What follows belongs to an exercise in optimizing a design on an open flow for small area, a short achievable clock period and few clock cycles; a production flow would make more cautious choices.
Function was checked by simulation only, so behaviour that the tests miss may differ from the original.
Power is estimated from default activity; no workload was simulated.

==> design/flow/config.mk <==
export PLATFORM = sky130hd
export DESIGN_NAME = dendrite_accum
export DESIGN_NICKNAME = dendrite_accum
export VERILOG_FILES = /design/flow/design.v
export SDC_FILE = /design/flow/constraint.sdc
export NUM_CORES = 4
export LEC_CHECK = 0
export CAP_MARGIN = 20
export CORE_MARGIN = 2
export CORE_UTILIZATION = 40
export SLEW_MARGIN = 20
export SYNTH_HIERARCHICAL = 1
==> design/flow/constraint.sdc <==
create_clock -name core_clock -period 10.0 [get_ports {clk}]
set_input_delay 2.0000 -clock core_clock [delete_from_list [all_inputs] [get_ports {clk}]]
set_output_delay 2.0000 -clock core_clock [all_outputs]
set_load 0.01 [all_outputs]
==> design/flow/design.v <==
package ucaspian_pkg;
  localparam int CHARGE_WIDTH_DEF = 16;
  localparam int NEURON_AW        = 8;
  localparam int DEND_CHARGE_W    = 9;
endpackage
module dendrite_charge_ram #(
  parameter int DEPTH = 256,
  parameter int WIDTH = 16,
  parameter int AW    = 8
) (
  input  logic               clk,
  input  logic               reset,
  input  logic               we_i,
  input  logic [AW-1:0]      waddr_i,
  input  logic [WIDTH-1:0]   wdata_i,
  input  logic [DEPTH-1:0]   rsel_i,
  output logic [WIDTH-1:0]   rdata_o
);
  localparam int NH = 1 << (AW / 2);
  localparam int NL = 1 << (AW - AW / 2);
  logic [NH-1:0]    whi_n_q;
  logic [NL-1:0]    wlo_n_q;
  logic [WIDTH-1:0] wdata_q;
  logic [WIDTH-1:0] store [DEPTH];
  always_ff @(posedge clk or posedge reset) begin
    if (reset) begin
      whi_n_q <= '1;
    end else begin
      whi_n_q <= ~({{(NH-1){1'b0}}, we_i} << waddr_i[AW-1:AW/2]);
    end
  end
  always_ff @(posedge clk) begin
    wlo_n_q <= ~({{(NL-1){1'b0}}, 1'b1} << waddr_i[AW/2-1:0]);
    wdata_q <= wdata_i;
  end
  for (genvar i = 0; i < DEPTH; i++) begin : g_row
    logic row_we;
    assign row_we = ~(whi_n_q[i / NL] | wlo_n_q[i % NL]);
    always_ff @(posedge clk) begin
      if (row_we) store[i] <= wdata_q;
    end
  end
  for (genvar b = 0; b < WIDTH; b++) begin : g_bit
    logic [DEPTH-1:0] col;
    for (genvar i = 0; i < DEPTH; i++) begin : g_col
      assign col[i] = store[i][b];
    end
    dendrite_ohmux u_mux (
      .sel_i(rsel_i),
      .d_i  (col),
      .y_o  (rdata_o[b])
    );
  end
endmodule
module dendrite_ohmux (
  input  logic [255:0] sel_i,
  input  logic [255:0] d_i,
  output logic         y_o
);
  logic [85:0] l1_n;
  logic [42:0] l2;
  logic [20:0] l3_n;
  logic [6:0]  l4;
  logic [2:0]  l5_n;
  for (genvar g = 0; g < 84; g++) begin : g_l1
    dendrite_aoi222 u_g (
      .a0(sel_i[3*g]),   .b0(d_i[3*g]),
      .a1(sel_i[3*g+1]), .b1(d_i[3*g+1]),
      .a2(sel_i[3*g+2]), .b2(d_i[3*g+2]),
      .y (l1_n[g])
    );
  end
  dendrite_aoi22 u_l1a (.a0(sel_i[252]), .b0(d_i[252]), .a1(sel_i[253]), .b1(d_i[253]), .y(l1_n[84]));
  dendrite_aoi22 u_l1b (.a0(sel_i[254]), .b0(d_i[254]), .a1(sel_i[255]), .b1(d_i[255]), .y(l1_n[85]));
  for (genvar g = 0; g < 43; g++) begin : g_l2
    dendrite_nand2 u_g (.a(l1_n[2*g]), .b(l1_n[2*g+1]), .y(l2[g]));
  end
  for (genvar g = 0; g < 20; g++) begin : g_l3
    dendrite_nor2 u_g (.a(l2[2*g]), .b(l2[2*g+1]), .y(l3_n[g]));
  end
  dendrite_nor3 u_l3 (.a(l2[40]), .b(l2[41]), .c(l2[42]), .y(l3_n[20]));
  for (genvar g = 0; g < 7; g++) begin : g_l4
    dendrite_nand3 u_g (.a(l3_n[3*g]), .b(l3_n[3*g+1]), .c(l3_n[3*g+2]), .y(l4[g]));
  end
  dendrite_nor3 u_l5a (.a(l4[0]), .b(l4[1]), .c(l4[2]), .y(l5_n[0]));
  dendrite_nor2 u_l5b (.a(l4[3]), .b(l4[4]), .y(l5_n[1]));
  dendrite_nor2 u_l5c (.a(l4[5]), .b(l4[6]), .y(l5_n[2]));
  dendrite_nand3 u_l6 (.a(l5_n[0]), .b(l5_n[1]), .c(l5_n[2]), .y(y_o));
endmodule
module dendrite_aoi222 (
  input  logic a0, b0, a1, b1, a2, b2,
  output logic y
);
  assign y = ~((a0 & b0) | (a1 & b1) | (a2 & b2));
endmodule
module dendrite_aoi22 (
  input  logic a0, b0, a1, b1,
  output logic y
);
  assign y = ~((a0 & b0) | (a1 & b1));
endmodule
module dendrite_nand3 (
  input  logic a, b, c,
  output logic y
);
  assign y = ~(a & b & c);
endmodule
module dendrite_nand2 (
  input  logic a, b,
  output logic y
);
  assign y = ~(a & b);
endmodule
module dendrite_nor2 (
  input  logic a, b,
  output logic y
);
  assign y = ~(a | b);
endmodule
module dendrite_nor3 (
  input  logic a, b, c,
  output logic y
);
  assign y = ~(a | b | c);
endmodule
module dendrite_accum #(
  parameter int CHARGE_WIDTH = ucaspian_pkg::CHARGE_WIDTH_DEF,
  parameter int MAX_ADDR     = 255
) (
  input  logic                           clk,
  input  logic                           reset,
  input  logic [ucaspian_pkg::NEURON_AW-1:0]           dend_addr,
  input  logic signed [ucaspian_pkg::DEND_CHARGE_W-1:0] dend_charge,
  input  logic                           dend_vld,
  output logic                           dend_rdy,
  input  logic                           drain_start,
  output logic [ucaspian_pkg::NEURON_AW-1:0]           neuron_addr,
  output logic signed [CHARGE_WIDTH-1:0] neuron_charge,
  output logic                           neuron_vld,
  input  logic                           neuron_rdy,
  output logic                           drain_done,
  output logic                           busy
);
  localparam int AW    = ucaspian_pkg::NEURON_AW;
  localparam int CW    = ucaspian_pkg::DEND_CHARGE_W;
  localparam int W     = CHARGE_WIDTH;
  localparam int DEPTH = MAX_ADDR + 1;
  localparam int NG    = 16;             
  localparam int GS    = DEPTH / NG;     
  logic             in_drain_q;
  logic             dend_rdy_q;
  logic             busy_q;
  logic             done_q;
  logic [DEPTH-1:0] act_q;               
  logic             v1_q;                
  logic             low1_q;              
  logic [GS-1:0]    grp1_q;              
  logic             d1_q;                
  logic [NG-1:0]    hi1_n;
  logic [GS-1:0]    lo1_n;
  logic [CW-1:0]    c1_q;
  logic             v2_q;
  logic             f2_q;                
  logic [AW-1:0]    a2_q;
  logic [CW-1:0]    c2_q;
  logic [W-1:0]     r2_q;
  logic             v3_q;
  logic [AW-1:0]    a3_q;
  logic [W-1:0]     w3_q;
  logic [1:0]       qv_q;
  logic [AW-1:0]    qa_q [2];
  logic [W-1:0]     qc_q [2];
  logic [DEPTH-1:0] rsel;
  logic [AW-1:0]    a1;
  logic [W-1:0]     rd;
  logic             hit1;
  logic             fwd3;
  logic [W-1:0]     rq;
  for (genvar i = 0; i < DEPTH; i++) begin : g_rsel
    assign rsel[i] = ~(hi1_n[i / GS] | lo1_n[i % GS]);
  end
  always_comb begin
    a1 = '0;
    for (int j = 0; j < NG; j++) if (!hi1_n[j]) a1[AW-1:AW/2] = a1[AW-1:AW/2] | 4'(j);
    for (int k = 0; k < GS; k++) if (!lo1_n[k]) a1[AW/2-1:0]  = a1[AW/2-1:0]  | 4'(k);
  end
  logic [W:0] sum_x;
  logic [W-1:0] sum_val;
  dendrite_charge_ram #(
    .DEPTH(DEPTH),
    .WIDTH(W),
    .AW   (AW)
  ) u_ram (
    .clk     (clk),
    .reset   (reset),
    .we_i    (v2_q),
    .waddr_i (a2_q),
    .wdata_i (sum_val),
    .rsel_i  (rsel),
    .rdata_o (rd)
  );
  assign hit1 = |(grp1_q & ~lo1_n);
  assign fwd3 = v3_q && (a3_q == a1);
  assign rq   = fwd3 ? w3_q : rd;
  logic [W-1:0] old_val;
  assign old_val = f2_q ? w3_q : r2_q;
  assign sum_x   = {old_val[W-1], old_val} + {{(W+1-CW){c2_q[CW-1]}}, c2_q};
  always_comb begin
    if (sum_x[W] != sum_x[W-1]) sum_val = sum_x[W] ? {1'b1, {(W-1){1'b0}}} : {1'b0, {(W-1){1'b1}}};
    else                        sum_val = sum_x[W-1:0];
  end
  logic [NG-1:0]    gne;
  logic [NG-1:0]    gfirst;
  logic [GS-1:0]    lfirst [NG];
  logic [DEPTH-1:0] iso;
  logic [GS-1:0]    lsel;
  logic             act_any;
  always_comb begin
    logic [GS-1:0] x;
    for (int j = 0; j < NG; j++) begin
      x = act_q[j*GS +: GS];
      gne[j] = |x;
      lfirst[j][0] = x[0];
      for (int k = 1; k < GS; k++) lfirst[j][k] = x[k] && !(|(x & ((GS'(1) << k) - GS'(1))));
    end
    gfirst[0] = gne[0];
    for (int j = 1; j < NG; j++) gfirst[j] = gne[j] && !(|(gne & ((NG'(1) << j) - NG'(1))));
    act_any = |gne;
    lsel = '0;
    for (int j = 0; j < NG; j++) begin
      lsel = lsel | (lfirst[j] & {GS{gfirst[j]}});
      for (int k = 0; k < GS; k++) iso[j*GS+k] = gfirst[j] && lfirst[j][k];
    end
  end
  logic [NG-1:0]    in_hi;
  logic [GS-1:0]    in_lo;
  logic [NG-1:0]    in_gt;               
  logic [GS-1:0]    in_ge;               
  logic [DEPTH-1:0] in_sel;
  logic [GS-1:0]    in_grp;
  assign in_hi = NG'(1) << dend_addr[AW-1:AW/2];
  assign in_lo = GS'(1) << dend_addr[AW/2-1:0];
  assign in_gt = ~((NG'(2) << dend_addr[AW-1:AW/2]) - NG'(1));
  assign in_ge = ~((GS'(1) << dend_addr[AW/2-1:0]) - GS'(1));
  for (genvar i = 0; i < DEPTH; i++) begin : g_in_sel
    assign in_sel[i] = in_hi[i / GS] && in_lo[i % GS];
  end
  always_comb begin
    in_grp = '0;
    for (int j = 0; j < NG; j++) in_grp = in_grp | (act_q[j*GS +: GS] & {GS{in_hi[j]}});
  end
  logic accept;
  logic issue_ok;
  logic issue;
  logic pop;
  logic in_drain_d;
  logic done_d;
  logic [1:0] q_push;
  assign accept     = dend_vld && dend_rdy_q;
  assign pop        = qv_q[0] && neuron_rdy;
  assign issue_ok   = in_drain_q ? (!done_q && !v1_q && (pop ? !(qv_q[1] && d1_q) : !(qv_q[0] && (qv_q[1] || d1_q))))
                                 : (drain_start && !accept && !(v1_q && low1_q));
  assign issue      = issue_ok && act_any;
  assign in_drain_d = in_drain_q ? !done_q : drain_start;
  assign done_d     = in_drain_q && !done_q && !act_any && !v1_q && !d1_q && !qv_q[1] &&
                      (!qv_q[0] || neuron_rdy);
  assign q_push     = pop ? (qv_q[1] ? 2'b10 : 2'b01) : (qv_q[0] ? 2'b10 : 2'b01);
  always_ff @(posedge clk or posedge reset) begin
    if (reset) begin
      in_drain_q <= 1'b0;
      dend_rdy_q <= 1'b0;
      busy_q     <= 1'b0;
      done_q     <= 1'b0;
      act_q      <= '0;
      v1_q       <= 1'b0;
      low1_q     <= 1'b0;
      d1_q       <= 1'b0;
      v2_q       <= 1'b0;
      f2_q       <= 1'b0;
      v3_q       <= 1'b0;
      qv_q       <= '0;
    end else begin
      in_drain_q <= in_drain_d;
      dend_rdy_q <= !in_drain_d;
      busy_q     <= in_drain_d || accept || v1_q || v2_q;
      done_q     <= done_d;
      act_q      <= (act_q | (accept ? in_sel : '0)) & ~(issue_ok ? iso : '0);
      v1_q       <= accept;
      low1_q     <= !act_any || (|(gfirst & in_gt)) || ((|(gfirst & in_hi)) && (|(lsel & in_ge)));
      d1_q       <= issue;
      v2_q       <= v1_q;
      f2_q       <= v2_q && (a2_q == a1);
      v3_q       <= v2_q;
      qv_q       <= (pop ? {1'b0, qv_q[1]} : qv_q) | ({2{d1_q}} & q_push);
    end
  end
  always_ff @(posedge clk) begin
    if (in_drain_q || issue_ok) begin
      hi1_n <= ~gfirst;
      lo1_n <= ~lsel;
    end else begin
      hi1_n <= ~in_hi;
      lo1_n <= ~in_lo;
    end
    grp1_q <= in_grp;
    c1_q <= dend_charge;
    a2_q <= a1;
    c2_q <= c1_q;
    r2_q <= (fwd3 || hit1) ? rq : '0;
    a3_q <= a2_q;
    w3_q <= sum_val;
  end
  always_ff @(posedge clk) begin
    if (!qv_q[0] || neuron_rdy) begin
      qa_q[0] <= qv_q[1] ? qa_q[1] : a1;
      qc_q[0] <= qv_q[1] ? qc_q[1] : rq;
    end
    if (pop || !qv_q[1]) begin
      qa_q[1] <= a1;
      qc_q[1] <= rq;
    end
  end
  assign dend_rdy      = dend_rdy_q;
  assign busy          = busy_q;
  assign drain_done    = done_q;
  assign neuron_vld    = qv_q[0];
  assign neuron_addr   = qa_q[0];
  assign neuron_charge = qc_q[0];
endmodule
==> design/flow/flow/run.sh <==
#!/bin/bash
# Standard layout (standard.sh, ORFS from synthesis to finish) with two changes to how it is
# made, none to the constraints: repair_timing aims at a setup margin past the clock period,
# so it keeps shortening the critical paths, and the port buffers are plain buffers.
set -euo pipefail
bash standard.sh SETUP_SLACK_MARGIN=6.5 \
  "BUFFER_PORTS_ARGS=-buffer_cell sky130_fd_sc_hd__buf_4" \
  finish > standard_flow.log 2>&1
==> design/flow/standard.sh <==
#!/bin/bash
# synth_recipe.tcl (not shown) runs the flow's synth.tcl, then flattens the netlist and writes it again
# the make line also repeats each setting of config.mk as NAME=value (left out here)
make -C /OpenROAD-flow-scripts/flow DESIGN_CONFIG=/design/flow/config.mk WORK_HOME=/design/flow/orfs CLKGATE_MAP_FILE= SYNTH_SCRIPT=/design/flow/synth_recipe.tcl "${@:-finish}"
==> key figures, run 1 <==
Run status
  – Status: finished clean

Timing
  – Fin. Hold Viols: 0
  – Setup TNS Final: 0 ns
  – RSZ-0062 raised after global routing: true
  – Max Slew Vio Count: 0
  – Rel. slew slack: 0.141
  – Period utilization: 0.410
  – Least-Margin Pin Slew: 1.29 ns
  – Final min period: 4.10 ns
  – Final Skew: 0.0828 ns
  – Final setup vio count: 0
  – F_max: 0.244 GHz

Setup path
  – Crit Path Max Fanout: 20
  – Startpoint types: flop
  – R2R Setup Slk: 5.90 ns
  – Crit Path Class: reg2reg
  – R2R Path End: low1_q
  – Crit path capture type: flop
  – Crit path arrival time: 4.96 ns
  – Worst flop-to-flop path startpoint: act_q[9]
  – CP Data Required Time: 10.87 ns
  – Worst-case reg-to-reg path depth: 14

Route
  – Drc violations: 0
  – DRT iter0 DRCs: 19,525
  – WL final: 564 mm
  – Drt pass-1 iters: 11
  – Wire length per cell: 32.7 um
  – Vias: 109,250
  – Final ANT Viol Nets: 0
  – Drt via density: 6.34

Synthesis
  – Mapped Area: 169,000 um^2
  – Syn nets: 10,121
  – Syn_area_per_cell: 16.8 um^2
  – Seq cells post-synth: 4,574
  – Sequential share of the synthesized area: 0.795
  – Dominant synthesized flop cell: edfxtp_1
  – Synth unique cells: 100
  – EDFF count, synth: 4,144
  – Share of Yosys cell area claimed by the top area cell type: 0.736
  – Largest cells by area after synthesis: edfxtp_1 (74%), a222oi_1 (8.0%), dfrtp_1 (4.0%), nor2_1 (2.4%), nand2_1 (2.0%)
  – Gate count of the mapped netlist: 10,080
  – Synthesis warning total: 12
  – Async S/R FF share, synth: 0.0621
  – Largest area contributor in the synthesized netlist: edfxtp_1

Layout
  – Final std cells w/o fill: 17,233
  – Share of layout cells above drive strength 1: 0.220
  – Area Overhead vs Synth: 20.0%
  – # fillers: 35,066
  – Most common cell after layout, fill and taps aside: edfxtp_1
  – Most frequent cells in the layout: edfxtp_1 (4,144), a222oi_1 (1,347), nand2_1 (891)
  – Layout net count: 11,236

Min path
  – HP Start: c1_q[6]
  – Worst Hold Path Cells: 0
  – Hold EP: c2_q[6]
  – Hold crit path type: reg2reg

Floorplan
  – Die ar.: 428,000 um^2
  – Core box area: 420,000 um^2
  – Starting Density: 0.402
  – Row count: 238
  – IO Count: 50
  – Chip height: 654 um
  – Die width: 654 um

Clock tree
  – # hold bufs at CTS: 0
  – Clock root cell: clkbuf_16
  – CTS buffer count: 452
  – Clk slew on worst S/H paths: 0.07 ns
  – Clock H-tree levels: 5
  – CTS tree: done
  – Clock Tree Buf Depth: 4
  – Clock latency on the worst-skew pair: 1.00 ns
  – Clock Sinks: 4,574

Place
  – Port Buffers: 49
  – Placed Cells: 16,027
  – Final HPWL DP: 347 mm
  – GP Congestion: 0.973

Pwr
  – Power per standard cell area: 243 nW/um^2
  – LEAKAGE: 69.5 nW
  – Max IR drop VDD: 0.328 mV

Global route
  – Vias in the first global route: 103,890
  – Gr ovfl total: 0
  – Global-route wire length before repair: 777 mm
  – Largest net degree at the start of global routing: 176
  – Initial antenna violation count: 34
  – Tot GR Track Use: 0.253

Run
  – Max-cap violations: 0
## per-stage QoR
stage | hold WS [ns] | setup slack [ns] | cell area, um^2 | total power [mW] | utilization
floorplan | 0.310 | 4.46 | 170000 | 27.3 | -
global placement | 0.316 | 3.49 | 180000 | 31.0 | 0.428
detailed placement | 0.312 | 3.31 | 180000 | 31.2 | 0.429
CTS | 0.319 | 5.93 | 201000 | 48.9 | 0.477
global route | 0.323 | 5.87 | 203000 | 50.5 | 0.483
finish | 0.324 | 5.90 | 203000 | 49.4 | 0.483
## worst max-delay path, stage by stage (launching register included)
cell	delay, ns
dfrtp_1	0.54
nor4_2	0.12
and4b_2	0.28
nand2_1	0.14
buf_12	0.19
nor2_1	0.06
buf_4	0.21
a221oi_4	0.36
nand4b_1	0.30
a311o_1	0.43
a311oi_4	0.47
nand2_1	0.12
o2bb2ai_1	0.18
nor4_4	0.44
o21ai_1	0.15
## synth_stat cells (all sizes together) (22+ instances only)
| library cell | instances |
|---|---|
| nor3 | 178 |
| nor2 | 1089 |
| or4 | 22 |
| inv | 89 |
| buf | 72 |
| a22oi | 39 |
| dfrtp | 268 |
| nor2b | 23 |
| nand2 | 918 |
| a31oi | 126 |
| nor4 | 73 |
| a222oi | 1347 |
| a22o | 69 |
| o21ai | 110 |
| a221oi | 71 |
| a21oi | 334 |
| clkbuf | 225 |
| dfxtp | 146 |
| edfxtp | 4144 |
| mux2 | 55 |
| nand3 | 196 |
| nand4 | 77 |
| and3 | 32 |
## layout make-up
type                    count  area [um^2]  area share
clock inverters           259         2590      0.0127
clock buffers             578        12100      0.0597
well taps                5640         7060      0.0348
diodes                     15         37.5    0.000185
repair buffers            955         8850      0.0436
flip-flops and latches   4574       135000       0.664
inverters                  89          353     0.00174
multi-input cells        5123        37200       0.184
## power by group
group	leakage, nW	switching, mW	internal (mW)
clock	7.20	7.24	9.60
combinational	20.0	6.04	2.01
sequential	42.2	0.937	23.6
## per-layer routing
layer / up-vias / share of wire / GRT usage
met1: 56087 / 0.38 / 0.342
met3: 1222 / 0.11 / 0.0520
met2: 7020 / 0.46 / 0.396
met5: - / 0.00025 / 0
met4: 20 / 0.051 / 0.113
li1: 44901 / - / -
## worst max path at each step
stage / from / endpoint / slack, ns / depth (start not counted)
3_3_place_gp: dend_addr[2] / low1_q / 3.49 / 12
4_1_cts: act_q[45] / low1_q / 5.93 / 13
5_1_grt: act_q[81] / low1_q / 5.87 / 15
3_5_place_dp: dend_addr[2] / low1_q / 3.31 / 12
2_1_floorplan: reset / act_q[0] / 4.46 / 1
6_report: act_q[9] / low1_q / 5.90 / 14
## logic make-up after synthesis
kind of cell               synth area share
xor gates and xnor gates            0.00145
AOI/OAI and AO/OA                     0.115
muxes                               0.00414
and+or+nand+nor                      0.0732
DFF                                   0.795
buffers and inverters               0.00932
adders and majority gates           0.00151
## Yosys stat by module (local to each module, per instance), excerpt
| module | area, um^2 | cells | flip-flops and latches |
|---|---|---|---|
| dendrite_accum | 24800 | 2994 | 430 |
| dendrite_aoi22 | 12.5 | 1 | 0 |
| dendrite_aoi222 | 10.0 | 1 | 0 |
| dendrite_nor3 | 10.0 | 1 | 0 |
| dendrite_nand3 | 5.00 | 1 | 0 |
| dendrite_nand2 | 3.75 | 1 | 0 |
| dendrite_nor2 | 3.75 | 1 | 0 |
## state kept, by name (all words and copies together) (netlist names), 2 cells and up
signal and flops:
u_ram.wdata_q 16, act_q 256, u_ram.wlo_n_q 16, qc_q 32, c1_q 9, r2_q 16, w3_q 16, u_ram.store 4096
a2_q 8, qv_q 2, c2_q 9, grp1_q 16, qa_q 16, a3_q 8, hi1_n 16, lo1_n 16
u_ram.whi_n_q 16
## what timing repair did
action / 4_1_cts / 5_1_grt
setup endpoints to repair: 370 / 275
pin swaps: 250 / 197
cloned: 10 / 5
gates resized for setup: 808 / 259
buffers inserted: 231 / 101
Testbench counts, summed over its fixed seeds: cycles 8,393.
==> run 2, diff against run 1 <==
--- a/design/flow/config.mk
+++ b/design/flow/config.mk
@@ -9,3 +9,4 @@
 export CORE_MARGIN = 2
-export CORE_UTILIZATION = 40
+export CORE_UTILIZATION = 55
+export CTS_CLUSTER_SIZE = 30
 export SLEW_MARGIN = 20
==> run 2 against run 1 <==
Effect of this change: still clean on timing, DRC and antenna; via count up 0.29%; design area is 1.8% lower; combinational power down 8.9%; critical path type unchanged; critical endpoint unchanged; highest routed layer unchanged.
==> key figures, run 2 <==
Global route
  – Largest net degree at the start of global routing: 203 (was 176)
  – Vias in the first global route: 102,052 (was 103,890)
  – Global-route wire length before repair: 783 mm (was 777 mm)
  – Initial antenna violation count: 31 (was 34)
  – Tot GR Track Use: 0.359 (was 0.253)
  – Gr ovfl total: 0 (unchanged)

Place
  – GP Congestion: 1.02 (was 0.973)
  – Post-placement cell area: 178,000 um^2 (was 180,000 um^2)
  – Port Buffers: 49 (unchanged)
  – Final HPWL DP: 356 mm (was 347 mm)

Layout
  – Largest register by flop count: u_ram.store (unchanged)
  – Max reg flops: 4,096 (unchanged)
  – # fillers: 21,485 (was 35,066)
  – Area Overhead vs Synth: 17.9% (was 20.0%)
  – Top Registers: u_ram.store x4096, act_q x256, qc_q x32 (unchanged)
  – Most common cell after layout, fill and taps aside: edfxtp_1 (unchanged)
  – Layout net count: 11,121 (was 11,236)
  – Share of layout cells above drive strength 1: 0.206 (was 0.220)
  – Most frequent cells in the layout: edfxtp_1 (4,144), a222oi_1 (1,347), nand2_1 (886) (was edfxtp_1 (4,144), a222oi_1 (1,347), nand2_1 (891))
  – Post-route cell area: 199,000 um^2 (was 203,000 um^2)

Synthesis
  – Largest area contributor in the synthesized netlist: edfxtp_1 (unchanged)
  – Synth unique cells: 100 (unchanged)
  – Share of Yosys cell area claimed by the top area cell type: 0.736 (unchanged)
  – Async S/R FF share, synth: 0.0621 (unchanged)
  – Largest cells by area after synthesis: edfxtp_1 (74%), a222oi_1 (8.0%), dfrtp_1 (4.0%), nor2_1 (2.4%), nand2_1 (2.0%) (unchanged)
  – Seq cells post-synth: 4,574 (unchanged)
  – Syn nets: 10,121 (unchanged)
  – EDFF count, synth: 4,144 (unchanged)
  – Most common cell in the netlist: edfxtp_1 (unchanged)
  – Post-synth top cells: edfxtp_1 (4,144), a222oi_1 (1,347), nor2_1 (1,088) (unchanged)
  – Gate count of the mapped netlist: 10,080 (unchanged)
  – Sequential share of the synthesized area: 0.795 (unchanged)
  – Mapped Area: 169,000 um^2 (unchanged)
  – Synthesis warning total: 12 (unchanged)
  – Syn_area_per_cell: 16.8 um^2 (unchanged)
  – Dominant synthesized flop cell: edfxtp_1 (unchanged)

Setup path
  – Crit path arrival time: 4.96 ns (about the same)
  – R2R Setup Slk: 5.89 ns (was 5.90 ns)
  – Crit Path Class: reg2reg (unchanged)
  – Startpoint types: flop (unchanged)
  – Crit-path max cell delay: 0.54 ns (about the same)
  – CP Data Required Time: 10.85 ns (was 10.87 ns)
  – Crit-path cells: nor4_4 > and4_2 > and2_4 > nor3_1 > buf_4 > a41oi_1 > o21ai_0 > a211oi_1 > nand4_1 > a22oi_1 > o2bb2ai_1 > nor4_4 > buf_4 > o21ai_2 (was nor4_2 > and4b_2 > nand2_1 > buf_12 > nor2_1 > buf_4 > a221oi_4 > nand4b_1 > a311o_1 > a311oi_4 > nand2_1 > o2bb2ai_1 > nor4_4 > o21ai_1)
  – Slowest CP cell: dfrtp_1 (unchanged)
  – Crit path capture type: flop (unchanged)
  – Crit Path Max Fanout: 6 (was 20)
  – Critical path startpoint: act_q[115] (was act_q[9])
  – Worst flop-to-flop path startpoint: act_q[115] (was act_q[9])

Min path
  – HP Start: c1_q[6] (unchanged)
  – Hold crit path type: reg2reg (unchanged)

Timing
  – Period utilization: 0.411 (was 0.410)
  – Least-Margin Pin Slew: 1.26 ns (was 1.29 ns)
  – Final min period: 4.11 ns (was 4.10 ns)
  – Setup TNS Final: 0 ns (unchanged)
  – Final Skew: 0.0778 ns (was 0.0828 ns)
  – Hold_ws: 0.319 ns (was 0.324 ns)
  – RSZ-0062 raised after global routing: true (unchanged)
  – F_max: 0.243 GHz (was 0.244 GHz)
  – Final setup vio count: 0 (unchanged)
  – Rel. slew slack: 0.157 (was 0.141)
  – Max Slew Vio Count: 0 (unchanged)
  – Fin. Hold Viols: 0 (unchanged)

Clock tree
  – CTS tree: done (unchanged)
  – Clock Tree Buf Depth: 4 (unchanged)
  – Clk slew on worst S/H paths: 0.06 ns (was 0.07 ns)
  – # hold bufs at CTS: 0 (unchanged)
  – Clock latency on the worst-skew pair: 0.98 ns (was 1.00 ns)
  – Clock Sinks: 4,574 (unchanged)
  – Clock H-tree levels: 5 (unchanged)
  – CTS buffer count: 449 (was 452)
  – Clock root cell: clkbuf_16 (unchanged)

Route
  – WL final: 573 mm (was 564 mm)
  – Final ANT Viol Nets: 0 (unchanged)
  – DRT iter0 DRCs: 21,155 (was 19,525)
  – Vias: 109,562 (was 109,250)
  – Drc violations: 0 (unchanged)
  – Drt pass-1 iters: 7 (was 11)
  – Wire length per cell: 36.8 um (was 32.7 um)
  – Drt via density: 7.03 (was 6.34)

Run status
  – Status: finished clean (unchanged)

Run
  – Max-cap violations: 0 (unchanged)

Floorplan
  – Die ar.: 312,000 um^2 (was 428,000 um^2)
  – IO Count: 50 (unchanged)
  – Core box area: 306,000 um^2 (was 420,000 um^2)
  – Starting Density: 0.553 (was 0.402)
  – Row count: 203 (was 238)
  – Die width: 558 um (was 654 um)
  – Chip height: 558 um (was 654 um)

Pwr
  – Max IR drop VDD: 0.261 mV (was 0.328 mV)
  – LEAKAGE: 68.4 nW (was 69.5 nW)
  – Total Power: 48.8 mW (was 49.4 mW)
  – Power per standard cell area: 245 nW/um^2 (was 243 nW/um^2)
## run 2: worst paths after layout
kind                               to  cells past startpoint
max                            low1_q                     14
min                           c2_q[6]                      0
max reg2reg                    low1_q                     14
min reg2reg                   c2_q[6]                      0
max in group asynchronous  act_q[128]                      5
min in group asynchronous        f2_q                      2
## run 2: logic make-up (layout without fill, tap and decap cells)
logic type	after synthesis	after routing	synth area share
AO/OA/AOI/OAI	2243	2243	0.115
XOR/XNOR	28	28	0.00145
adder cells (fa/ha/maj)	20	20	0.00151
buffers and inverters	386	1760	0.00932
flip-flops	4574	4574	0.795
multiplexers	63	63	0.00414
other	0	23	0
AND/OR/NAND/NOR	2766	2768	0.0732
## run 2: area by class of cell
cell class	instances	area [um^2]	share of cell area
sequential	4574	135000	0.676
multi-input combinational	5122	36600	0.184
inverter	89	350	0.00176
antenna	23	57.6	0.000289
clock inverter	278	3100	0.0155
clock buffer	549	11700	0.0589
tap	4100	5130	0.0257
timing repair buffer	844	7680	0.0385
## run 2: layer usage
layer	part of all wire	routed length, um	GRT usage
met2	0.45	258000	0.536
met3	0.12	67000	0.0766
met4	0.050	28600	0.157
met1	0.38	219000	0.515
met5	0.00018	102	0
## run 2: through the flow
step / instances / setup WS (ns) / utilization
final: 15579 / 5.89 / 0.652
after CTS: 15490 / 5.99 / 0.646
after floorplan: 10080 / 4.46 / -
after detailed placement: 14492 / 4.61 / 0.583
after global routing: 15557 / 5.86 / 0.652
after global placement: 14476 / 4.44 / 0.582
## run 2: worst max-delay path, delay by kind of cell, from the launching register on
kind	cells	cell delay, ns
AOI/OAI and AO/OA	6	1.40
buffers and inverters	2	0.37
DFF	1	0.54
and+or+nand+nor	6	1.67
## run 2: per-module statistics from Yosys, one instance, submodules excluded, excerpt
module           cell area, um^2  times used  flip-flops and latches  cells inside
dendrite_nor2               3.75         352                       0             1
dendrite_accum             24800           1                     430          2994
dendrite_nor3               10.0          32                       0             1
dendrite_nand3              5.00         128                       0             1
dendrite_aoi22              12.5          32                       0             1
dendrite_nand2              3.75         688                       0             1
dendrite_aoi222             10.0        1344                       0             1
## run 2: report_power, final
group,internal (mW),switching [mW]
Sequential,23.6,0.963
Clock,9.68,7.24
Combinational,1.70,5.63
Total,35.0,13.8
## run 2: what timing repair did
action | in CTS | in global routing
setup endpoints to repair | 324 | 168
pin swaps | 150 | 178
endpoints found under the hold margin | 0 | 0
gates cloned | 5 | 3
resized for setup | 645 | 244
setup buffers | 166 | 58
==> run 3, diff against run 2 <==
--- a/design/flow/design.v
+++ b/design/flow/design.v
@@ -172,2 +172,8 @@
   logic [W-1:0]     qc_q [2];
+  function automatic logic [W-1:0] sat_add(input logic [W-1:0] a, input logic [CW-1:0] c);
+    logic [W:0] x;
+    x = {a[W-1], a} + {{(W+1-CW){c[CW-1]}}, c};
+    if (x[W] != x[W-1]) sat_add = x[W] ? {1'b1, {(W-1){1'b0}}} : {1'b0, {(W-1){1'b1}}};
+    else                sat_add = x[W-1:0];
+  endfunction
   logic [DEPTH-1:0] rsel;
@@ -186,3 +192,2 @@
   end
-  logic [W:0] sum_x;
   logic [W-1:0] sum_val;
@@ -204,9 +209,7 @@
   assign rq   = fwd3 ? w3_q : rd;
-  logic [W-1:0] old_val;
-  assign old_val = f2_q ? w3_q : r2_q;
-  assign sum_x   = {old_val[W-1], old_val} + {{(W+1-CW){c2_q[CW-1]}}, c2_q};
-  always_comb begin
-    if (sum_x[W] != sum_x[W-1]) sum_val = sum_x[W] ? {1'b1, {(W-1){1'b0}}} : {1'b0, {(W-1){1'b1}}};
-    else                        sum_val = sum_x[W-1:0];
-  end
+  logic [W-1:0] sum_fwd;
+  logic [W-1:0] sum_rd;
+  assign sum_fwd = sat_add(w3_q, c2_q);
+  assign sum_rd  = sat_add(r2_q, c2_q);
+  assign sum_val = f2_q ? sum_fwd : sum_rd;
   logic [NG-1:0]    gne;
@@ -217,13 +220,15 @@
   logic             act_any;
+  for (genvar j = 0; j < NG; j++) begin : g_ffs
+    dendrite_ffs16 u_ffs (
+      .x_i    (act_q[j*GS +: GS]),
+      .any_o  (gne[j]),
+      .first_o(lfirst[j])
+    );
+  end
+  dendrite_ffs16 u_ffs_grp (
+    .x_i    (gne),
+    .any_o  (act_any),
+    .first_o(gfirst)
+  );
   always_comb begin
-    logic [GS-1:0] x;
-    for (int j = 0; j < NG; j++) begin
-      x = act_q[j*GS +: GS];
-      gne[j] = |x;
-      lfirst[j][0] = x[0];
-      for (int k = 1; k < GS; k++) lfirst[j][k] = x[k] && !(|(x & ((GS'(1) << k) - GS'(1))));
-    end
-    gfirst[0] = gne[0];
-    for (int j = 1; j < NG; j++) gfirst[j] = gne[j] && !(|(gne & ((NG'(1) << j) - NG'(1))));
-    act_any = |gne;
     lsel = '0;
@@ -329 +334,90 @@
 endmodule
+module dendrite_ffs16 (
+  input  logic [15:0] x_i,
+  output logic        any_o,
+  output logic [15:0] first_o
+);
+  logic [3:0] q_n;       
+  logic [3:0] nb;        
+  for (genvar m = 0; m < 4; m++) begin : g_q
+    dendrite_nor4 u_q (.a(x_i[4*m]), .b(x_i[4*m+1]), .c(x_i[4*m+2]), .d(x_i[4*m+3]), .y(q_n[m]));
+  end
+  dendrite_nand4 u_any (.a(q_n[0]), .b(q_n[1]), .c(q_n[2]), .d(q_n[3]), .y(any_o));
+  assign nb[0] = 1'b1;
+  assign nb[1] = q_n[0];
+  dendrite_and2 u_nb2 (.a(q_n[0]), .b(q_n[1]), .y(nb[2]));
+  dendrite_and3 u_nb3 (.a(q_n[0]), .b(q_n[1]), .c(q_n[2]), .y(nb[3]));
+  for (genvar m = 0; m < 4; m++) begin : g_first
+    if (m == 0) begin : g_m0
+      assign first_o[0] = x_i[0];
+      dendrite_andn1 u_f1 (.a(x_i[1]), .n0(x_i[0]), .y(first_o[1]));
+      dendrite_andn2 u_f2 (.a(x_i[2]), .n0(x_i[0]), .n1(x_i[1]), .y(first_o[2]));
+      dendrite_andn3 u_f3 (.a(x_i[3]), .n0(x_i[0]), .n1(x_i[1]), .n2(x_i[2]), .y(first_o[3]));
+    end else begin : g_m
+      dendrite_and2   u_f0 (.a(x_i[4*m]), .b(nb[m]), .y(first_o[4*m]));
+      dendrite_and2b1 u_f1 (.a(x_i[4*m+1]), .b(nb[m]), .n0(x_i[4*m]), .y(first_o[4*m+1]));
+      dendrite_first2 u_f2 (.x(x_i[4*m+2]), .nb(nb[m]), .l0(x_i[4*m]), .l1(x_i[4*m+1]), .y(first_o[4*m+2]));
+      dendrite_first  u_f3 (.x(x_i[4*m+3]), .nb(nb[m]), .l0(x_i[4*m]), .l1(x_i[4*m+1]), .l2(x_i[4*m+2]), .y(first_o[4*m+3]));
+    end
+  end
+endmodule
+module dendrite_nor4 (
+  input  logic a, b, c, d,
+  output logic y
+);
+  assign y = ~(a | b | c | d);
+endmodule
+module dendrite_nand4 (
+  input  logic a, b, c, d,
+  output logic y
+);
+  assign y = ~(a & b & c & d);
+endmodule
+module dendrite_and2 (
+  input  logic a, b,
+  output logic y
+);
+  assign y = a & b;
+endmodule
+module dendrite_and3 (
+  input  logic a, b, c,
+  output logic y
+);
+  assign y = a & b & c;
+endmodule
+module dendrite_and2b1 (
+  input  logic a, b, n0,
+  output logic y
+);
+  assign y = a & b & ~n0;
+endmodule
+module dendrite_first (
+  input  logic x, nb, l0, l1, l2,
+  output logic y
+);
+  assign y = x & nb & ~(l0 | l1 | l2);
+endmodule
+module dendrite_first2 (
+  input  logic x, nb, l0, l1,
+  output logic y
+);
+  assign y = x & nb & ~(l0 | l1);
+endmodule
+module dendrite_andn1 (
+  input  logic a, n0,
+  output logic y
+);
+  assign y = a & ~n0;
+endmodule
+module dendrite_andn2 (
+  input  logic a, n0, n1,
+  output logic y
+);
+  assign y = a & ~(n0 | n1);
+endmodule
+module dendrite_andn3 (
+  input  logic a, n0, n1, n2,
+  output logic y
+);
+  assign y = a & ~(n0 | n1 | n2);
+endmodule
--- a/design/flow/config.mk
+++ b/design/flow/config.mk
@@ -10,3 +10,2 @@
 export CORE_UTILIZATION = 55
-export CTS_CLUSTER_SIZE = 30
 export SLEW_MARGIN = 20
==> run 3 against run 2 <==
Effect of this change: setup slack better by 0.18 ns; fmax is 4.7% higher; critical path depth stayed put; still clean; critical endpoint unchanged; first-iteration DRC count is 5.5% lower.
==> key figures, run 3 <==
Run status
  – Status: finished clean (unchanged)

Layout
  – Most frequent cells in the layout: edfxtp_1 (4,144), a222oi_1 (1,361), nand2_1 (851) (was edfxtp_1 (4,144), a222oi_1 (1,347), nand2_1 (886))
  – Post-route cell area: 199,000 um^2 (about the same)
  – Top Registers: u_ram.store x4096, act_q x256, qc_q x32 (unchanged)
  – Most common cell after layout, fill and taps aside: edfxtp_1 (unchanged)
  – Max reg flops: 4,096 (unchanged)
  – Area Overhead vs Synth: 16.8% (was 17.9%)
  – Largest register by flop count: u_ram.store (unchanged)
  – Final std cells w/o fill: 15,407 (was 15,579)
  – Share of layout cells above drive strength 1: 0.203 (was 0.206)
  – Layout net count: 10,944 (was 11,121)

Clock tree
  – Clock latency on the worst-skew pair: 1.00 ns (was 0.98 ns)
  – Clk slew on worst S/H paths: 0.06 ns (about the same)
  – Clock Tree Buf Depth: 4 (unchanged)
  – Clock root cell: clkbuf_16 (unchanged)
  – CTS tree: done (unchanged)
  – CTS buffer count: 453 (was 449)
  – Clock H-tree levels: 5 (unchanged)
  – Clock Sinks: 4,574 (unchanged)

Setup path
  – Crit path arrival time: 4.78 ns (was 4.96 ns)
  – Crit Path Class: reg2reg (unchanged)
  – Crit Path Max Fanout: 7 (was 6)
  – Startpoint types: flop (unchanged)
  – Crit path capture type: flop (unchanged)
  – CP Data Required Time: 10.85 ns (about the same)

Floorplan
  – Row count: 204 (was 203)
  – Core box area: 309,000 um^2 (was 306,000 um^2)
  – Die ar.: 314,000 um^2 (was 312,000 um^2)
  – Chip height: 561 um (was 558 um)
  – Starting Density: 0.552 (was 0.553)
  – IO Count: 50 (unchanged)
  – Die width: 561 um (was 558 um)

Route
  – Wire length per cell: 35.5 um (was 36.8 um)
  – Drc violations: 0 (unchanged)
  – Drt pass-1 iters: 10 (was 7)
  – Drt via density: 6.98 (was 7.03)
  – Final ANT Viol Nets: 0 (unchanged)
  – Vias: 107,580 (was 109,562)
  – WL final: 547 mm (was 573 mm)
  – DRT iter0 DRCs: 19,983 (was 21,155)

Place
  – Dpl ws: 3.93 ns (was 4.61 ns)
  – Placed Cells: 14,372 (was 14,492)
  – Post-placement cell area: 180,000 um^2 (was 178,000 um^2)
  – GP Congestion: 0.967 (was 1.02)
  – Port Buffers: 49 (unchanged)
  – Final HPWL DP: 321 mm (was 356 mm)

Synthesis
  – Share of Yosys cell area claimed by the top area cell type: 0.730 (was 0.736)
  – Synthesis warning total: 14 (was 12)
  – Mapped Area: 170,000 um^2 (was 169,000 um^2)
  – Dominant synthesized flop cell: edfxtp_1 (unchanged)
  – Largest cells by area after synthesis: edfxtp_1 (73%), a222oi_1 (8.0%), dfrtp_1 (3.9%), nor2_1 (2.1%), nand2_1 (1.9%) (was edfxtp_1 (74%), a222oi_1 (8.0%), dfrtp_1 (4.0%), nor2_1 (2.4%), nand2_1 (2.0%))
  – Gate count of the mapped netlist: 9,973 (was 10,080)
  – Largest area contributor in the synthesized netlist: edfxtp_1 (unchanged)
  – Seq cells post-synth: 4,574 (unchanged)
  – Post-synth top cells: edfxtp_1 (4,144), a222oi_1 (1,361), nor2_1 (945) (was edfxtp_1 (4,144), a222oi_1 (1,347), nor2_1 (1,088))
  – Sequential share of the synthesized area: 0.789 (was 0.795)
  – Syn nets: 10,031 (was 10,121)
  – Syn_area_per_cell: 17.1 um^2 (was 16.8 um^2)
  – Async S/R FF share, synth: 0.0621 (unchanged)
  – Synth unique cells: 77 (was 100)
  – Most common cell in the netlist: edfxtp_1 (unchanged)
  – EDFF count, synth: 4,144 (unchanged)

Timing
  – Least-Margin Pin Slew: 1.23 ns (was 1.26 ns)
  – F_max: 0.255 GHz (was 0.243 GHz)
  – Final WS setup: 6.07 ns (was 5.89 ns)
  – Final Skew: 0.0431 ns (was 0.0778 ns)
  – Period utilization: 0.393 (was 0.411)
  – Setup TNS Final: 0 ns (unchanged)
  – Fin. Hold Viols: 0 (unchanged)
  – Final setup vio count: 0 (unchanged)
  – RSZ-0062 raised after global routing: true (unchanged)
  – Hold_ws: 0.326 ns (was 0.319 ns)
  – Rel. slew slack: 0.182 (was 0.157)
  – Final min period: 3.93 ns (was 4.11 ns)
  – Max Slew Vio Count: 0 (unchanged)

Global route
  – Vias in the first global route: 101,219 (was 102,052)
  – Gr ovfl total: 0 (unchanged)
  – Largest net degree at the start of global routing: 191 (was 203)
  – Tot GR Track Use: 0.337 (was 0.359)
  – Global-route wire length before repair: 755 mm (was 783 mm)
  – Initial antenna violation count: 33 (was 31)

Pwr
  – LEAKAGE: 68.5 nW (was 68.4 nW)
  – Max IR drop VDD: 0.301 mV (was 0.261 mV)
  – Power per standard cell area: 238 nW/um^2 (was 245 nW/um^2)

Run
  – Max-cap violations: 0 (unchanged)

Min path
  – Hold crit path type: reg2reg (unchanged)
[run 3: changes by cell type after synthesis, sizes merged, moves of 41 or more]
cell / change
a22o: -47
a22oi: +146
a31oi: +135
and2: +52
and3b: +46
and4bb: +51
mux2i: +41
nand2: -56
nor2: -144
nor3: -103
nor4: +56
o21ai: -53
[run 3: stage by stage]
step	power, mW	utilization
final	47.4	0.645
after global routing	48.4	0.645
after CTS	46.8	0.639
after detailed placement	29.2	0.582
after global placement	29.0	0.582
after floorplan	25.6	-
[run 3: power breakdown]
| part | internal (mW) | switching [mW] |
|---|---|---|
| Sequential | 21.8 | 0.757 |
| Combinational | 2.33 | 5.61 |
| Clock | 9.67 | 7.22 |
| Total | 33.8 | 13.6 |
[run 3: critical path: stages (launching register included)]
cell,delay (ns)
dfrtp_1,0.51
nor4_4,0.57
nand4_1,0.25
nand2_1,0.18
nor4_4,0.07
clkbuf_16,0.18
buf_4,0.14
a22o_1,0.22
a221oi_2,0.25
nand3_2,0.19
nor2_4,0.25
o22ai_1,0.15
nor4_2,0.37
a31oi_2,0.15
a2111o_1,0.30
[run 3: timing repair]
item / 4_1_cts / 5_1_grt
setup endpoints to repair: 360 / 213
resized for setup: 394 / 200
buffers inserted: 92 / 73
hold buffers: 0 / 0
gates cloned: 6 / 4
pin swaps: 58 / 101
[run 3: cell families after synthesis]
kind of cell	after synthesis	synth area share
AO/OA/AOI/OAI	2314	0.116
XOR/XNOR	44	0.00231
adder cells (fa/ha/maj)	37	0.00279
buffers and inverters	389	0.00955
flip-flops	4574	0.789
multiplexers	75	0.00482
AND/OR/NAND/NOR	2540	0.0755
[run 3: final timing paths]
kind	startpoint	end	slack [ns]	cells past startpoint
max	act_q[180]	low1_q	6.07	14
min	c1_q[0]	c2_q[0]	0.33	0
max reg2reg	act_q[180]	low1_q	6.07	14
min reg2reg	c1_q[0]	c2_q[0]	0.33	0
max in group asynchronous	reset	act_q[4]	6.96	4
min in group asynchronous	reset	act_q[81]	1.23	3
[run 3: layer usage]
layer,up-vias,track usage,wire length [um]
met4,10,0.140,25000
met2,6672,0.519,253000
met1,55527,0.480,210000
li1,44305,-,-
met3,1066,0.0609,59400
met5,-,0,69
[run 3: modules after synthesis (local to each module, per instance), a selection]
module	area, um^2	flip-flops and latches	cells inside
dendrite_first	16.3	0	2
dendrite_andn1	13.8	0	1
dendrite_nand2	3.75	0	1
dendrite_accum	21900	430	2445
dendrite_ffs16	7.51	0	1
dendrite_andn2	12.5	0	1
dendrite_nor3	10.0	0	1
dendrite_and3	6.26	0	1
dendrite_and2b1	8.76	0	1
dendrite_andn3	15.0	0	1
dendrite_nor4	12.5	0	1
dendrite_nor2	3.75	0	1
dendrite_aoi22	12.5	0	1
dendrite_first2	12.5	0	1
[run 3: area by class of cell]
type	instances	area (um^2)
Antenna cell	18	45.0
Timing Repair Buffer	783	7420
Multi-Input combinational cell	5013	36800
Clock buffer	578	12100
Clock inverter	260	2600
Fill cell	21667	110000
Inverter	61	235
Tap cell	4120	5150
Sequential cell	4574	135000
Testbench counts of run 3, summed over its fixed seeds: cycles 8,393.
==> run 4, diff against run 3 <==
--- a/design/flow/design.v
+++ b/design/flow/design.v
@@ -241,4 +241,4 @@
   logic [GS-1:0]    in_lo;
-  logic [NG-1:0]    in_gt;               
-  logic [GS-1:0]    in_ge;               
+  logic [NG-1:0]    in_lt;               
+  logic [GS-1:0]    in_blt;              
   logic [DEPTH-1:0] in_sel;
@@ -247,4 +247,4 @@
   assign in_lo = GS'(1) << dend_addr[AW/2-1:0];
-  assign in_gt = ~((NG'(2) << dend_addr[AW-1:AW/2]) - NG'(1));
-  assign in_ge = ~((GS'(1) << dend_addr[AW/2-1:0]) - GS'(1));
+  assign in_lt  = (NG'(1) << dend_addr[AW-1:AW/2]) - NG'(1);
+  assign in_blt = (GS'(1) << dend_addr[AW/2-1:0]) - GS'(1);
   for (genvar i = 0; i < DEPTH; i++) begin : g_in_sel
@@ -293,3 +293,3 @@
       v1_q       <= accept;
-      low1_q     <= !act_any || (|(gfirst & in_gt)) || ((|(gfirst & in_hi)) && (|(lsel & in_ge)));
+      low1_q     <= !(|(gne & in_lt)) && !(|(in_grp & in_blt));    
       d1_q       <= issue;
@@ -317,4 +317,7 @@
   end
-  always_ff @(posedge clk) begin
-    if (!qv_q[0] || neuron_rdy) begin
+  always_ff @(posedge clk or posedge reset) begin
+    if (reset) begin
+      qa_q[0] <= '0;
+      qc_q[0] <= '0;
+    end else if (!qv_q[0] || neuron_rdy) begin
       qa_q[0] <= qv_q[1] ? qa_q[1] : a1;
@@ -322,2 +325,4 @@
     end
+  end
+  always_ff @(posedge clk) begin
     if (pop || !qv_q[1]) begin
==> run 4 against run 3 <==
Effect of this change: still clean on timing, DRC and antenna; combinational power up 32%; core utilization up 0.22 points; die area up 0.72%; fmax up 6.8%; clock-buffer cell count down 12; synthesized cell count up 1.8%; power up 11%; design area up 1.2%; flip-flop and latch count unchanged.
==> key figures, run 4 <==
Route
  – Final ANT Viol Nets: 0 (unchanged)
  – Drc violations: 0 (unchanged)
  – Drt pass-1 iters: 10 (unchanged)
  – DRT iter0 DRCs: 21,109 (was 19,983)
  – Vias: 109,674 (was 107,580)
  – WL final: 553 mm (was 547 mm)
  – Wire length per cell: 35.2 um (was 35.5 um)
  – Drt via density: 6.98 (about the same)

Clock tree
  – Clock latency on the worst-skew pair: 1.00 ns (about the same)
  – Clk slew on worst S/H paths: 0.06 ns (about the same)
  – CTS buffer count: 454 (was 453)
  – Clock Tree Buf Depth: 4 (unchanged)
  – Clock H-tree levels: 5 (unchanged)
  – # hold bufs at CTS: 0 (unchanged)
  – Clock root cell: clkbuf_16 (unchanged)
  – Clock Sinks: 4,574 (unchanged)
  – CTS tree: done (unchanged)

Setup path
  – Crit-path cells: buf_6 (was nor4_4 > nand4_1 > nand2_1 > nor4_4 > clkbuf_16 > buf_4 > a22o_1 > a221oi_2 > nand3_2 > nor2_4 > o22ai_1 > nor4_2 > a31oi_2 > a2111o_1)
  – Startpoint types: flop (unchanged)
  – Critical path startpoint: qa_q[0][1] (was act_q[180])
  – Crit path max-delay family: flip-flops (was simple AND/OR/NAND/NOR gates)
  – CP Data Required Time: 8.00 ns (was 10.85 ns)
  – Crit Path Class: reg2out (was reg2reg)
  – Slowest CP cell: dfrtp_2 (was nor4_4)
  – R2R Setup Slk: 6.36 ns (was 6.07 ns)
  – Crit path arrival time: 1.68 ns (was 4.78 ns)
  – Worst-case reg-to-reg path depth: 13 (was 14)
  – Crit Path Max Fanout: 2 (was 7)
  – Worst flop-to-flop path startpoint: hi1_n[5] (was act_q[180])
  – R2R Path End: qc_q[0][8] (was low1_q)
  – Crit path capture: neuron_addr[1] (was low1_q)
  – CP bufs+invs: 1 (was 2)
  – Crit-path max cell delay: 0.56 ns (was 0.57 ns)
  – Crit path capture type: output port (was flop)
  – WP depth: 1 (was 14)

Place
  – Post-placement cell area: 181,000 um^2 (was 180,000 um^2)
  – Final HPWL DP: 337 mm (was 321 mm)
  – GP Congestion: 0.974 (was 0.967)
  – Port Buffers: 49 (unchanged)

Timing
  – Period utilization: 0.368 (was 0.393)
  – Final min period: 3.68 ns (was 3.93 ns)
  – Rel. slew slack: 0.190 (was 0.182)
  – Final setup vio count: 0 (unchanged)
  – Fin. Hold Viols: 0 (unchanged)
  – Setup TNS Final: 0 ns (unchanged)
  – Max Slew Vio Count: 0 (unchanged)
  – RSZ-0062 raised after global routing: true (unchanged)
  – Final Skew: 0.0573 ns (was 0.0431 ns)
  – F_max: 0.272 GHz (was 0.255 GHz)
  – Least-Margin Pin Slew: 1.21 ns (was 1.23 ns)
  – Hold_ws: 0.329 ns (was 0.326 ns)

Synthesis
  – Largest cells by area after synthesis: edfxtp_1 (72%), a222oi_1 (7.8%), dfrtp_1 (4.3%), nor2_1 (2.1%), nand2_1 (1.9%) (was edfxtp_1 (73%), a222oi_1 (8.0%), dfrtp_1 (3.9%), nor2_1 (2.1%), nand2_1 (1.9%))
  – Syn_area_per_cell: 16.9 um^2 (was 17.1 um^2)
  – EDFF count, synth: 4,120 (was 4,144)
  – Syn nets: 10,209 (was 10,031)
  – Synthesis warning total: 14 (unchanged)
  – Seq cells post-synth: 4,574 (unchanged)
  – Gate count of the mapped netlist: 10,151 (was 9,973)
  – Mapped Area: 172,000 um^2 (was 170,000 um^2)
  – Sequential share of the synthesized area: 0.783 (was 0.789)
  – Post-synth top cells: edfxtp_1 (4,120), a222oi_1 (1,345), nor2_1 (951) (was edfxtp_1 (4,144), a222oi_1 (1,361), nor2_1 (945))
  – Synth unique cells: 92 (was 77)
  – Largest area contributor in the synthesized netlist: edfxtp_1 (unchanged)
  – Share of Yosys cell area claimed by the top area cell type: 0.721 (was 0.730)
  – Dominant synthesized flop cell: edfxtp_1 (unchanged)
  – Async S/R FF share, synth: 0.0673 (was 0.0621)
  – Most common cell in the netlist: edfxtp_1 (unchanged)

Pwr
  – Power per standard cell area: 262 nW/um^2 (was 238 nW/um^2)
  – Switching power: 16.2 mW (was 13.6 mW)
  – LEAKAGE: 69.3 nW (was 68.5 nW)
  – Internal: 36.5 mW (was 33.8 mW)
  – Max IR drop VDD: 0.237 mV (was 0.301 mV)
  – Seq pwr share: 0.471 (was 0.476)
  – Clock power frac: 0.329 (was 0.356)
  – Total Power: 52.7 mW (was 47.4 mW)
  – Sw frac: 0.308 (was 0.287)
  – Comb pwr share: 0.200 (was 0.168)

Floorplan
  – Starting Density: 0.552 (about the same)
  – IO Count: 50 (unchanged)
  – Die width: 563 um (was 561 um)
  – Chip height: 563 um (was 561 um)
  – Die ar.: 317,000 um^2 (was 314,000 um^2)
  – Core box area: 311,000 um^2 (was 309,000 um^2)
  – Row count: 205 (was 204)

Layout
  – Most common cell after layout, fill and taps aside: edfxtp_1 (unchanged)
  – Layout net count: 11,226 (was 10,944)
  – Area Overhead vs Synth: 17.3% (was 16.8%)
  – Top Registers: u_ram.store x4096, act_q x256, qc_q x32 (unchanged)
  – Post-route cell area: 201,000 um^2 (was 199,000 um^2)
  – Largest register by flop count: u_ram.store (unchanged)
  – Most frequent cells in the layout: edfxtp_1 (4,120), a222oi_1 (1,345), nand2_1 (846) (was edfxtp_1 (4,144), a222oi_1 (1,361), nand2_1 (851))
  – Max reg flops: 4,096 (unchanged)
  – Share of layout cells above drive strength 1: 0.208 (was 0.203)

Global route
  – Largest net degree at the start of global routing: 191 (unchanged)
  – Gr ovfl total: 0 (unchanged)
  – Initial antenna violation count: 17 (was 33)
  – Vias in the first global route: 102,974 (was 101,219)
  – Tot GR Track Use: 0.339 (was 0.337)
  – Global-route wire length before repair: 763 mm (was 755 mm)

Run
  – Max-cap violations: 0 (unchanged)

Min path
  – Hold crit path type: reg2reg (unchanged)

Run status
  – Status: finished clean (unchanged)
## run 4: final cells by class
class,instances,area (um^2)
Antenna cell,21,52.6
Clock buffer,566,12100
Clock inverter,276,3080
Fill cell,21934,110000
Inverter,55,220
Multi-Input combinational cell,5180,37700
Sequential cell,4574,135000
Tap cell,4140,5180
Timing Repair Buffer,903,8470
## run 4: repair_timing
action	4_1_cts	5_1_grt
cloned	8	12
endpoints found under the setup margin	463	215
setup buffers	131	105
resized for setup	532	193
pin swaps	114	136
## run 4: cell families after synthesis
kind of cell	after synthesis	share of synthesized area
buf+inv	398	0.0104
xor+xnor	29	0.00148
compound gates	2405	0.119
fa+ha+maj	36	0.00271
flops	4574	0.783
simple gates	2633	0.0787
mux	76	0.00502
## run 4: worst min path at each step
stage                       start      end  slack, ns  depth (start not counted)
after floorplan           c1_q[0]  c2_q[0]       0.31                          0
after global placement    c1_q[6]  c2_q[6]       0.32                          0
after detailed placement  c1_q[6]  c2_q[6]       0.31                          0
after CTS                 c1_q[4]  c2_q[4]       0.33                          0
after global routing      c1_q[4]  c2_q[4]       0.33                          0
final                     c1_q[3]  c2_q[3]       0.33                          0
## run 4: modules after synthesis, one instance, submodules excluded, excerpt
module	flip-flops and latches	cells inside	area (um^2)	copies in the design
dendrite_first	0	2	16.3	51
dendrite_andn3	0	1	15.0	17
dendrite_andn1	0	1	13.8	17
dendrite_andn2	0	1	12.5	17
dendrite_nor4	0	1	12.5	68
dendrite_nor3	0	1	10.0	32
dendrite_aoi222	0	1	10.0	1344
dendrite_and2b1	0	1	8.76	51
dendrite_ffs16	0	1	7.51	17
dendrite_and2	0	1	6.26	68
dendrite_and3	0	1	6.26	17
dendrite_nor2	0	1	3.75	352
dendrite_nand2	0	1	3.75	688
## run 4: through the flow
stage | utilization | setup slack (ns) | cells
3_5_place_dp | 0.581 | 4.44 | 14593
5_1_grt | 0.647 | 6.32 | 15696
3_3_place_gp | 0.580 | 4.42 | 14582
2_1_floorplan | - | 4.12 | 10151
4_1_cts | 0.641 | 6.29 | 15574
6_report | 0.647 | 6.32 | 15715
## run 4: power by group through the flow
stage	combinational, mW	sequential (mW)	clock (mW)
global route	10.8	24.8	18.2
CTS	9.78	24.8	17.5
finish	10.5	24.8	17.3
detailed placement	8.63	25.2	0
global placement	8.38	25.1	0
floorplan	3.17	25.6	0
## run 4: per-layer routing
metal | track usage | vias to the layer above | routed length [um]
met2 | 0.513 | 6997 | 250000
li1 | - | 45236 | -
met5 | 0 | - | 63
met3 | 0.0674 | 994 | 63900
met1 | 0.490 | 56437 | 216000
met4 | 0.127 | 10 | 23000
Testbench counts of run 4, summed over its fixed seeds: cycles 8,393.
==> run 5, diff against run 4 <==
--- a/design/flow/design.v
+++ b/design/flow/design.v
@@ -317,2 +317,8 @@
   end
+  logic          q0_ld;
+  logic [AW-1:0] qa0_d;
+  logic [W-1:0]  qc0_d;
+  assign q0_ld = !qv_q[0] || neuron_rdy;
+  assign qa0_d = q0_ld ? (qv_q[1] ? qa_q[1] : a1) : qa_q[0];
+  assign qc0_d = q0_ld ? (qv_q[1] ? qc_q[1] : rq) : qc_q[0];
   always_ff @(posedge clk or posedge reset) begin
@@ -321,7 +327,12 @@
       qc_q[0] <= '0;
-    end else if (!qv_q[0] || neuron_rdy) begin
-      qa_q[0] <= qv_q[1] ? qa_q[1] : a1;
-      qc_q[0] <= qv_q[1] ? qc_q[1] : rq;
+    end else begin
+      qa_q[0] <= qa0_d;
+      qc_q[0] <= qc0_d;
     end
   end
+  dendrite_outreg #(.WIDTH(AW + W)) u_out (
+    .clk(clk),
+    .d_i({qa0_d, qc0_d}),
+    .q_o({neuron_addr, neuron_charge})
+  );
   always_ff @(posedge clk) begin
@@ -336,4 +347,2 @@
   assign neuron_vld    = qv_q[0];
-  assign neuron_addr   = qa_q[0];
-  assign neuron_charge = qc_q[0];
 endmodule
@@ -428 +437,12 @@
 endmodule
+module dendrite_outreg #(
+  parameter int WIDTH = 24
+) (
+  input  logic             clk,
+  input  logic [WIDTH-1:0] d_i,
+  output logic [WIDTH-1:0] q_o
+);
+  always_ff @(posedge clk) begin
+    q_o <= d_i;
+  end
+endmodule
==> run 5 against run 4 <==
Effect of this change: still clean on timing, DRC and antenna; synthesized cell count fell by 0.36%; worst hold slack got worse by 0.0018 ns; non-clock buffer count fell by 15; first-iteration DRC count fell by 5.9%; critical endpoint is now neuron_charge[7]; largest power group unchanged.
==> key figures, run 5 <==
Run status
  – Status: finished clean (unchanged)

Setup path
  – CP Data Required Time: 8.00 ns (about the same)
  – Crit path arrival time: 1.60 ns (was 1.68 ns)
  – Crit Path Max Fanout: 1 (was 2)
  – Slowest CP cell: dfxtp_4 (was dfrtp_2)
  – Crit Path Class: reg2out (unchanged)
  – Startpoint types: flop (unchanged)
  – Crit-path cells: buf_6 (unchanged)
  – Crit-path max cell delay: 0.42 ns (was 0.56 ns)
  – Crit path max-delay family: flip-flops (unchanged)
  – Crit path capture type: output port (unchanged)
  – Worst-case reg-to-reg path depth: 11 (was 13)
  – R2R Path End: qc_q[0][5] (was qc_q[0][8])
  – Worst flop-to-flop path startpoint: lo1_n[6] (was hi1_n[5])
  – CP bufs+invs: 1 (unchanged)

Synthesis
  – Post-synth top cells: edfxtp_1 (4,120), a222oi_1 (1,349), nor2_1 (996) (was edfxtp_1 (4,120), a222oi_1 (1,345), nor2_1 (951))
  – Async S/R FF share, synth: 0.0670 (was 0.0673)
  – Post-Synth Adder-Cell Area: 0.00277 (was 0.00271)
  – Syn nets: 10,172 (was 10,209)
  – Most common cell in the netlist: edfxtp_1 (unchanged)
  – Largest area contributor in the synthesized netlist: edfxtp_1 (unchanged)
  – Synthesis warning total: 15 (was 14)
  – Synth unique cells: 87 (was 92)
  – Largest cells by area after synthesis: edfxtp_1 (72%), a222oi_1 (7.9%), dfrtp_1 (4.3%), nor2_1 (2.2%), dfxtp_1 (2.0%) (was edfxtp_1 (72%), a222oi_1 (7.8%), dfrtp_1 (4.3%), nor2_1 (2.1%), nand2_1 (1.9%))
  – Simple-gate share of the synthesized area: 0.0763 (was 0.0787)
  – Syn_area_per_cell: 17.0 um^2 (was 16.9 um^2)
  – EDFF count, synth: 4,120 (unchanged)
  – Sequential share of the synthesized area: 0.786 (was 0.783)
  – Dominant synthesized flop cell: edfxtp_1 (unchanged)
  – Seq cells post-synth: 4,598 (was 4,574)
  – Gate count of the mapped netlist: 10,114 (was 10,151)
  – Main combinational cell family by area after synthesis: compound AO/OA/AOI/OAI gates (unchanged)
  – Mux share of post-synthesis cell area: 0.00545 (was 0.00502)

Global route
  – Global-route wire length before repair: 773 mm (was 763 mm)
  – Global Route met3 Usage: 0.0684 (was 0.0674)
  – GR Util met1: 0.481 (was 0.490)
  – Gr ovfl total: 0 (unchanged)
  – Tot GR Track Use: 0.346 (was 0.339)
  – Busiest grt layer: met2 (unchanged)
  – Met2 Usage GRT: 0.539 (was 0.513)
  – Initial antenna violation count: 25 (was 17)
  – Vias in the first global route: 103,316 (was 102,974)
  – Largest net degree at the start of global routing: 181 (was 191)

Layout
  – Largest register by flop count: u_ram.store (unchanged)
  – Share of layout cells above drive strength 1: 0.192 (was 0.208)
  – Layout net count: 11,186 (was 11,226)
  – Max reg flops: 4,096 (unchanged)
  – Most common cell after layout, fill and taps aside: edfxtp_1 (unchanged)
  – Most frequent cells in the layout: edfxtp_1 (4,120), a222oi_1 (1,349), nor2_1 (865) (was edfxtp_1 (4,120), a222oi_1 (1,345), nand2_1 (846))
  – Multi-input gate area: 36,600 um^2 (was 37,700 um^2)
  – Register area: 135,000 um^2 (about the same)
  – Area Overhead vs Synth: 16.4% (was 17.3%)
  – Top Registers: u_ram.store x4096, act_q x256, qc_q x32 (unchanged)

Route
  – Vias: 109,021 (was 109,674)
  – Wire length per cell: 35.8 um (was 35.2 um)
  – WL final: 561 mm (was 553 mm)
  – Drt via density: 6.96 (was 6.98)
  – Drc violations: 0 (unchanged)
  – Drt pass-1 iters: 10 (unchanged)
  – DRT iter0 DRCs: 19,869 (was 21,109)

Min path
  – HP Start: c1_q[3] (unchanged)
  – Hold crit path type: reg2reg (unchanged)
  – Worst Hold Path Cells: 0 (unchanged)
  – Hold EP: c2_q[3] (unchanged)

Floorplan
  – Die width: 563 um (about the same)
  – Starting Density: 0.552 (about the same)
  – Row count: 205 (unchanged)
  – IO Count: 50 (unchanged)
  – Chip height: 563 um (about the same)
  – Core box area: 311,000 um^2 (unchanged)
  – Die ar.: 317,000 um^2 (about the same)

Pwr
  – Max IR drop VDD: 0.252 mV (was 0.237 mV)
  – Total Power: 49.5 mW (was 52.7 mW)
  – Clock power frac: 0.334 (was 0.329)
  – LEAKAGE: 68.6 nW (was 69.3 nW)
  – Power per standard cell area: 248 nW/um^2 (was 262 nW/um^2)
  – Seq pwr share: 0.486 (was 0.471)
  – Comb pwr share: 0.180 (was 0.200)
  – Switching power: 14.9 mW (was 16.2 mW)
  – Sw frac: 0.300 (was 0.308)
  – Internal: 34.6 mW (was 36.5 mW)

Clock tree
  – CTS buffer count: 456 (was 454)
  – Clk slew on worst S/H paths: 0.06 ns (about the same)
  – Clock root cell: clkbuf_16 (unchanged)
  – Clock Sinks: 4,598 (was 4,574)
  – # hold bufs at CTS: 0 (unchanged)
  – Clock H-tree levels: 5 (unchanged)
  – Clock Tree Buf Depth: 4 (unchanged)
  – CTS tree: done (unchanged)

Timing
  – Final setup vio count: 0 (unchanged)
  – F_max: 0.278 GHz (was 0.272 GHz)
  – Least-Margin Pin Slew: 1.27 ns (was 1.21 ns)
  – Final min period: 3.60 ns (was 3.68 ns)
  – Max Slew Vio Count: 0 (unchanged)
  – RSZ-0062 raised after global routing: true (unchanged)
  – Final Skew: 0.0670 ns (was 0.0573 ns)
  – Setup TNS Final: 0 ns (unchanged)
  – Rel. slew slack: 0.130 (was 0.190)

Place
  – GP Congestion: 0.974 (about the same)
  – Port Buffers: 49 (unchanged)
  – Final HPWL DP: 339 mm (was 337 mm)

Run
  – Max-cap violations: 0 (unchanged)
run 5: worst max-delay path by stage:
stage	start	endpoint	slack, ns	depth (start not counted)
floorplan	reset	act_q[0]	4.12	1
global placement	dend_addr[6]	low1_q	4.25	9
detailed placement	dend_addr[6]	low1_q	4.29	9
CTS	u_out.q_o[7]	neuron_charge[7]	6.37	1
global route	u_out.q_o[8]	neuron_charge[8]	6.38	1
finish	u_out.q_o[7]	neuron_charge[7]	6.40	1
run 5: modules after synthesis, one instance, submodules excluded, a selection:
| module | cell area (um^2) | copies in the design | flops+latches | cells inside |
|---|---|---|---|---|
| dendrite_nor2 | 3.75 | 352 | 0 | 1 |
| dendrite_nor3 | 10.0 | 32 | 0 | 1 |
| dendrite_aoi222 | 10.0 | 1344 | 0 | 1 |
| dendrite_andn1 | 13.8 | 17 | 0 | 1 |
| dendrite_nand2 | 3.75 | 688 | 0 | 1 |
| dendrite_accum | 22600 | 1 | 430 | 2562 |
run 5: kinds of logic after synthesis:
family,count (synthesis)
XOR/XNOR,37
multiplexers,86
flip-flops,4598
AND/OR/NAND/NOR,2589
adder cells (fa/ha/maj),37
buffers and inverters,397
AO/OA/AOI/OAI,2370
run 5: power by group through the flow:
| stage | Sequential, mW | Clock [mW] | Combinational [mW] |
|---|---|---|---|
| floorplan | 24.5 | 0 | 2.99 |
| CTS | 24.1 | 16.7 | 8.33 |
| global route | 24.0 | 17.5 | 9.10 |
| detailed placement | 24.5 | 0 | 7.32 |
| finish | 24.0 | 16.5 | 8.90 |
| global placement | 24.4 | 0 | 7.14 |
run 5: repair_timing:
| action | 4_1_cts | 5_1_grt |
|---|---|---|
| gates cloned | 15 | 4 |
| gates resized for setup | 370 | 124 |
| endpoints found under the setup margin | 441 | 238 |
| pin swaps | 45 | 63 |
| buffers inserted | 119 | 69 |
run 5: routing by layer:
layer  wire (um)  part of all wire
met4       25400             0.045
met2      262000              0.47
met3       62600              0.11
met5          27          0.000048
met1      210000              0.38
run 5: area by class of cell:
type,instances,share of cell area
antenna,14,0.000175
clock buffer,596,0.0613
clock inverter,252,0.0113
inverter,61,0.00119
multi-input combinational,5123,0.183
sequential,4598,0.676
tap,4140,0.0259
timing repair buffer,888,0.0406
run 5: worst register-to-register path: stages, from the launching register on:
cell	delay, ns
dfxtp_2	0.35
buf_16	0.25
nor2_1	0.36
a222oi_1	0.74
nand2_1	0.15
nor2_1	0.21
nand3_1	0.30
nor2_4	0.38
nand3_1	0.11
mux2_2	0.31
mux2i_1	0.13
a21oi_1	0.10
run 5: through the flow:
| step | area [um^2] | setup WS, ns | cells |
|---|---|---|---|
| after CTS | 198000 | 6.37 | 15581 |
| final | 200000 | 6.40 | 15672 |
| after floorplan | 172000 | 4.12 | 10114 |
| after detailed placement | 181000 | 4.29 | 14599 |
| after global placement | 181000 | 4.25 | 14596 |
| after global routing | 200000 | 6.38 | 15659 |
Testbench counts of run 5, summed over its fixed seeds: cycles 8,393.

Setup slack of run 5, layout unchanged: 6.403 ns with ideal ports, 6.317 ns with driving cells assumed (clock clkbuf_16, inputs buf_2), 5.248 ns with port delays also shifted by the 1.081 ns mid clock arrival.
